Context: an optimization exercise on an open-source flow, tuned for small area, a short achievable clock period and few clock cycles. The choices shown serve that exercise and are no tape-out recipe.
Where RTL was checked, it was by simulation tests only, not by an equivalence proof against the original.

== xenon ==
## vaddr_gen
module vaddr_gen #(
  parameter int unsigned BusBytes = 8
) (
  input  logic               clk_i,
  input  logic               rst_ni,
  input  logic               req_valid_i,
  output logic               req_ready_o,
  input  vaddr_pkg::vop_e    req_op_i,
  input  vaddr_pkg::addr_t   req_addr_i,
  input  vaddr_pkg::vlen_t   req_len_i,
  input  vaddr_pkg::stride_t req_stride_i,
  input  vaddr_pkg::vew_e    req_vew_i,
  output logic               ack_o,
  output logic               ack_error_o,
  output logic               ar_valid_o,
  input  logic               ar_ready_i,
  output vaddr_pkg::addr_t   ar_addr_o,
  output logic [7:0]         ar_len_o,
  output logic [2:0]         ar_size_o,
  output logic               aw_valid_o,
  input  logic               aw_ready_i,
  output vaddr_pkg::addr_t   aw_addr_o,
  output logic [7:0]         aw_len_o,
  output logic [2:0]         aw_size_o,
  output logic               lsu_valid_o,
  input  logic               lsu_ready_i,
  output vaddr_pkg::addr_t   lsu_addr_o,
  output logic [7:0]         lsu_len_o,
  output logic [2:0]         lsu_size_o,
  output logic               lsu_is_load_o
);
  logic take;
  logic in_misal;
  logic in_good;
  logic in_load;
  logic in_burst;
  logic s_valid_q;
  logic             w_valid_q;
  assign req_ready_o = !w_valid_q;
  assign take        = req_valid_i && !w_valid_q;
  assign in_misal = |(req_addr_i[2:0] & ((3'd1 << req_vew_i) - 3'd1));
  assign in_good  = !in_misal && (req_len_i != '0);
  assign in_load  = !req_op_i[0];
  assign in_burst = !req_op_i[1];
  logic ack_q;
  logic ack_err_q;
  always_ff @(posedge clk_i or negedge rst_ni) begin
    if (!rst_ni) begin
      ack_q <= 1'b0;
    end else begin
      ack_q <= take;
    end
  end
  always_ff @(posedge clk_i) begin
    ack_err_q <= in_misal;
  end
  ...
make LEC_CHECK=0 ABC_AREA=1 ABC_CLOCK_PERIOD_IN_PS=5000 CAP_MARGIN=20 CORE_MARGIN=2 CORE_UTILIZATION=40 SLEW_MARGIN=20 finish   # period 15.0 ns
run.sh (not shown) runs the stock make flow with config.mk's settings and CLKGATE_MAP_FILE= SYNTH_SCRIPT=/design/flow/synth_recipe.tcl, a recipe that flattens the netlist after the stock synthesis.
Relative to xenon, the following input files were edited for quartz:
- a change of ABC_CLOCK_PERIOD_IN_PS from 5000 to 4000
- a deleted ABC_AREA that had been 1
[summary]
Slack of the critical path delta (quartz − xenon): unfavourable
multi-input gates as the leading cell category by total area was reported by quartz, and registers by xenon.
Die boundary height (quartz vs. xenon) decreases slightly
quartz against xenon: sequential share of layout area now larger; total half-perimeter wirelength after legalization and detailed placement now smaller; number of placed instances, taps included now smaller.
Edits applied to the flow inputs when going from quartz to pepper:
- removing ABC_CLOCK_PERIOD_IN_PS (formerly 4000)
From quartz to pepper the numbers moved as follows: setup slack shows no meaningful change, count of clock-buffer cells in the layout shows no meaningful change, number of well taps shows no meaningful change. Number of logic stages on the critical path including buffering: pepper vs quartz identical.
Function was not checked in any run of this note: the RTL went through the layout flow alone.

========
v18:
vaddr_gen, a different RTL version from the one above (not shown whole).
Size in the first run: about 180 flip-flops, about 230 I/O pins, ~10000 um2 of cells after synthesis.
clock: 15.0 ns
lec_check: 0
cap_margin: 20
core_margin: 2
core_utilization: 40
gpl_timing_driven: 0
slew_margin: 20
standard.sh (not shown) runs the stock make flow with config.mk's settings and CLKGATE_MAP_FILE= SYNTH_SCRIPT=/design/flow/synth_recipe.tcl, a recipe that flattens the netlist after the stock synthesis.
==> flow/flow/run.sh <==
#!/bin/bash
# The standard layout (standard.sh) with three changes to how it is made:
#  - timing repair aims at 10.5 ns of setup slack, so the achieved period is short;
#  - ports are buffered with buf_1 instead of the default delay buffer;
#  - the clock tree uses clkbuf_8 and no dummy loads.
# Everything else, the synthesis included, is the standard flow. The make output goes to
# flow_make.log; ORFS's own per-step logs stay under orfs/logs.
set -euo pipefail
bash standard.sh \
  SETUP_SLACK_MARGIN=10.5 \
  "BUFFER_PORTS_ARGS=-buffer_cell sky130_fd_sc_hd__buf_1" \
  "CTS_ARGS=-sink_clustering_enable -repair_clock_nets -buf_list sky130_fd_sc_hd__clkbuf_8 -root_buf sky130_fd_sc_hd__clkbuf_8 -dont_use_dummy_load" \
  finish > flow_make.log 2>&1
Testbench counts of v18, summed over its fixed seeds: cycles 2,065.
Inputs modified between v18 and v45:
- GPL_TIMING_DRIVEN no longer set, was 0
- CORE_UTILIZATION now 30, was 40
==> comparison <==
Where area of all placed cells without fillers is concerned, v18 is outperformed by v45.
Changes observed in v45 relative to v18: global-route total usage across every layer now sits lower; core utilization fell 13 points.
For v51, these inputs were changed with respect to v45:
- a change of CORE_UTILIZATION from 30 to 60
Results
Between v51 and v45, it is v51 whose via count is higher, by 307.
Compared with v45, v51 ends up with less cell area.
Relative to v45, the peak fanout along the critical path measured on v51 has increased by more than half.
What v28 does differently from v51 at the input level:
- PLACE_DENSITY now 0.7, previously not set
- CORE_UTILIZATION now 40, was 60
Results
In summary, v28 completed successfully, with a layout that passed the timing, design-rule and antenna checks.
Total of fill cells in the finished design: v28 higher than v51
The met3 demand-to-capacity share in global routing of v28 falls short of that of v51 by 1.4 points.
~same clock latency on the worst-skew pair in v28 and v51
In the flow results for v28 and v51, the share of cell area taken by multi-input logic gates is larger on v51.
Inputs modified between v28 and v21:
- a deleted PLACE_DENSITY that had been 0.7
==> flow/flow/run.sh <==
#!/bin/bash
# The standard layout (standard.sh) with three changes to how it is made:
#  - timing repair aims at 11 ns of setup slack, so the achieved period is short;
#  - ports are buffered with buf_1 instead of the default delay buffer;
#  - the clock tree uses clkbuf_8 and no dummy loads.
# Everything else, the synthesis included, is the standard flow. The make output goes to
# flow_make.log; ORFS's own per-step logs stay under orfs/logs.
set -euo pipefail
bash standard.sh \
  SETUP_SLACK_MARGIN=11 \
  "BUFFER_PORTS_ARGS=-buffer_cell sky130_fd_sc_hd__buf_1" \
  "CTS_ARGS=-sink_clustering_enable -repair_clock_nets -buf_list sky130_fd_sc_hd__clkbuf_8 -root_buf sky130_fd_sc_hd__clkbuf_8 -dont_use_dummy_load" \
  finish > flow_make.log 2>&1
--- outcome ---
v21 gives more fraction of layout instances using a drive strength above 1 than v28 did. Critical path depth (higher): v28. Relative to v28, wire length per cell after detailed routing has increased by about 6% in v21. Routed wire length: higher on v21. Compared with v28, in v21 number of standard cells in the layout, taps in and fillers out now larger, utilization increased 4.8 points.
--- input diff v21..v55 ---
==> flow/flow/run.sh <==
#!/bin/bash
# The standard layout (standard.sh) with three changes to how it is made:
#  - timing repair aims at 10.5 ns of setup slack, so the achieved period is short;
#  - ports are buffered with buf_1 instead of the default delay buffer;
#  - the clock tree uses clkbuf_8 and no dummy loads.
# Everything else, the synthesis included, is the standard flow. The make output goes to
# flow_make.log; ORFS's own per-step logs stay under orfs/logs.
set -euo pipefail
bash standard.sh \
  SETUP_SLACK_MARGIN=10.5 \
  "BUFFER_PORTS_ARGS=-buffer_cell sky130_fd_sc_hd__buf_1" \
  "CTS_ARGS=-sink_clustering_enable -repair_clock_nets -buf_list sky130_fd_sc_hd__clkbuf_8 -root_buf sky130_fd_sc_hd__clkbuf_8 -dont_use_dummy_load" \
  finish > flow_make.log 2>&1
[summary]
v55 went all the way through the flow, and no timing, DRC or antenna check failed. Total track usage sits lower in v55 than in v21. Per the comparison of v55 with v21, proportion of cell area occupied by multi-input gates now larger; number of placed I/O pins comparable; via count now smaller. reg2out as the kind of critical path was reported by v21, and in2reg by v55. Summary of v55 over v21: number of gates on the worst path with buffers counted shows an increase of 6, maximum number of pins on one net before global-route repair shows an increase of 2.

========
the previous run:
Another version of the RTL of vaddr_gen (not shown whole).
Size in the first run: about 900 cells after synthesis, ~230 I/O pins, about 10000 µm² of cells after synthesis.
==> flow/design.v (excerpt) <==
module vaddr_gen #(
  parameter int unsigned BusBytes = 8
) (
  input  logic               clk_i,
  input  logic               rst_ni,
  input  logic               req_valid_i,
  output logic               req_ready_o,
  input  vaddr_pkg::vop_e    req_op_i,
  input  vaddr_pkg::addr_t   req_addr_i,
  input  vaddr_pkg::vlen_t   req_len_i,
  input  vaddr_pkg::stride_t req_stride_i,
  input  vaddr_pkg::vew_e    req_vew_i,
  output logic               ack_o,
  output logic               ack_error_o,
  output logic               ar_valid_o,
  input  logic               ar_ready_i,
  output vaddr_pkg::addr_t   ar_addr_o,
  output logic [7:0]         ar_len_o,
  output logic [2:0]         ar_size_o,
  output logic               aw_valid_o,
  input  logic               aw_ready_i,
  output vaddr_pkg::addr_t   aw_addr_o,
  output logic [7:0]         aw_len_o,
  output logic [2:0]         aw_size_o,
  output logic               lsu_valid_o,
  input  logic               lsu_ready_i,
  output vaddr_pkg::addr_t   lsu_addr_o,
  output logic [7:0]         lsu_len_o,
  output logic [2:0]         lsu_size_o,
  output logic               lsu_is_load_o
);
export LEC_CHECK = 0
export CAP_MARGIN = 20
export CORE_MARGIN = 2
export CORE_UTILIZATION = 40
export SLEW_MARGIN = 20
create_clock -name core_clock -period 15.0 [get_ports {clk_i}]
==> flow/flow/run.sh <==
#!/bin/bash
set -euo pipefail
bash standard.sh SETUP_SLACK_MARGIN=11 finish > flow_make.log 2>&1
The previous run closes out successfully: all stages finished, all timing, DRC and antenna checks passed.
Testbench counts of the previous run, summed over its fixed seeds: cycles 2,065.
Input changes introduced in the current run (baseline for comparison: the previous run):
==> flow/flow/run.sh <==
#!/bin/bash
# The standard layout (standard.sh) with three changes to how it is made:
#  - timing repair aims at 11 ns of setup slack, so the achieved period is short;
#  - ports are buffered with buf_1 instead of the default delay buffer;
#  - the clock tree uses clkbuf_8 and no dummy loads.
# Everything else, the synthesis included, is the standard flow. The make output goes to
# flow_make.log; ORFS's own per-step logs stay under orfs/logs.
set -euo pipefail
bash standard.sh \
  SETUP_SLACK_MARGIN=11 \
  "BUFFER_PORTS_ARGS=-buffer_cell sky130_fd_sc_hd__buf_1" \
  "CTS_ARGS=-sink_clustering_enable -repair_clock_nets -buf_list sky130_fd_sc_hd__clkbuf_8 -root_buf sky130_fd_sc_hd__clkbuf_8 -dont_use_dummy_load" \
  finish > flow_make.log 2>&1
==> comparison <==
Looking at post-CTS resize count, the current run sits 551 lower than the previous run does.
Cmp the current run and the previous run / routed length per placed instance / higher: the current run
The clock-pin slew on the worst setup and hold paths of the previous run and that of the current run are within noise of each other.
Final wirelength on the current run is down relative to the previous run.
STATUS final area: the current run wins against the previous run

========
vaddr_gen, a different RTL version from the one above (not shown whole).
Size in the first run: about 180 flip-flops, about 0.011 mm^2 of cells after synthesis.
Settings: LEC_CHECK=0, CAP_MARGIN=20, CORE_MARGIN=2, CORE_UTILIZATION=40, SLEW_MARGIN=20; clock period 15.0 ns.
==> flow/flow/run.sh <==
#!/bin/bash
# The standard layout (standard.sh) with three changes to how it is made:
#  - timing repair aims at 10.5 ns of setup slack, so the achieved period is short;
#  - ports are buffered with buf_1 instead of the default delay buffer;
#  - the clock tree uses clkbuf_8 and no dummy loads.
# Everything else, the synthesis included, is the standard flow. The make output goes to
# flow_make.log; ORFS's own per-step logs stay under orfs/logs.
set -euo pipefail
bash standard.sh \
  SETUP_SLACK_MARGIN=10.5 \
  "BUFFER_PORTS_ARGS=-buffer_cell sky130_fd_sc_hd__buf_1" \
  "CTS_ARGS=-sink_clustering_enable -repair_clock_nets -buf_list sky130_fd_sc_hd__clkbuf_8 -root_buf sky130_fd_sc_hd__clkbuf_8 -dont_use_dummy_load" \
  finish > flow_make.log 2>&1
Testbench counts at the start, summed over its fixed seeds: cycles 1,962.
==> next run, changes <==
==> flow/flow/run.sh (replaced) <==
#!/bin/bash
# The standard layout (standard.sh) with three changes to how it is made:
#  - timing repair aims at 10 ns of setup slack, so the achieved period is short;
#  - ports are buffered with buf_1 instead of the default delay buffer;
#  - the clock tree uses clkbuf_8 and no dummy loads.
# Everything else, the synthesis included, is the standard flow. The make output goes to
# flow_make.log; ORFS's own per-step logs stay under orfs/logs.
set -euo pipefail
bash standard.sh \
  SETUP_SLACK_MARGIN=10 \
  "BUFFER_PORTS_ARGS=-buffer_cell sky130_fd_sc_hd__buf_1" \
  "CTS_ARGS=-sink_clustering_enable -repair_clock_nets -buf_list sky130_fd_sc_hd__clkbuf_8 -root_buf sky130_fd_sc_hd__clkbuf_8 -dont_use_dummy_load" \
  finish > flow_make.log 2>&1
Outcome:
- The new run passed the timing, design-rule and antenna checks
- utilization shrinks by 0.61 points
- clock-buffer cell count stays the same
- final area is lower by 1.3%
- worst hold slack degrades by 0.0068 ns

[port drivers added, routing unchanged]
No port has a modelled driver above. Below, the same layouts with a new extraction and two added sets of constraints. Step 1 (the two cells are an assumption about what drives the block):
set clk [get_ports {clk_i}]
set_driving_cell -lib_cell sky130_fd_sc_hd__clkbuf_16 $clk
set_driving_cell -lib_cell sky130_fd_sc_hd__buf_2 [delete_from_list [all_inputs] $clk]
Step 2, shift: input delay + t, output delay - t, t = (earliest + latest rising clock arrival at the registers) / 2. This alone moves slack from input paths to output paths. a / b / c = no drivers / after step 1 / after step 2; a / b = the first two.
run	t, ns	setup slack, ns	worst data-port slew with drivers (ns)	pins driven straight from the clock port
xenon	0.488	9.211 / 9.211 / 8.766	0.08	1
quartz	0.476	7.661 / 7.661 / 7.261	0.08	1
pepper	0.476	7.661 / 7.661 / 7.261	0.08	1
v18	0.504	10.371 / 10.392 / 9.889	0.09	1
v45	0.506	10.496 / 10.516 / 10.010	0.08	1
v51	0.491	10.604 / 10.623 / 10.132	0.07	1
v28	0.500	10.529 / 10.547 / 10.047	0.06	1
v21	0.494	10.870 / 10.827 / 10.427	0.07	1
v55	0.489	10.522 / 10.543 / 10.054	0.07	1
the previous run	0.475	10.681 / 10.633 / 10.445	0.07	1
the current run	0.496	10.646 / 10.603 / 10.514	0.06	1
the first run of note 4	0.481	10.593 / 10.608 / 10.127	0.06	1
the second run of note 4	0.492	10.083 / 10.106 / 9.614	0.06	1
After both steps every run listed still meets setup and hold. For v45, which loses most, drivers alone change the setup slack by +0.020 ns; drivers and shift together by -0.486 ns.
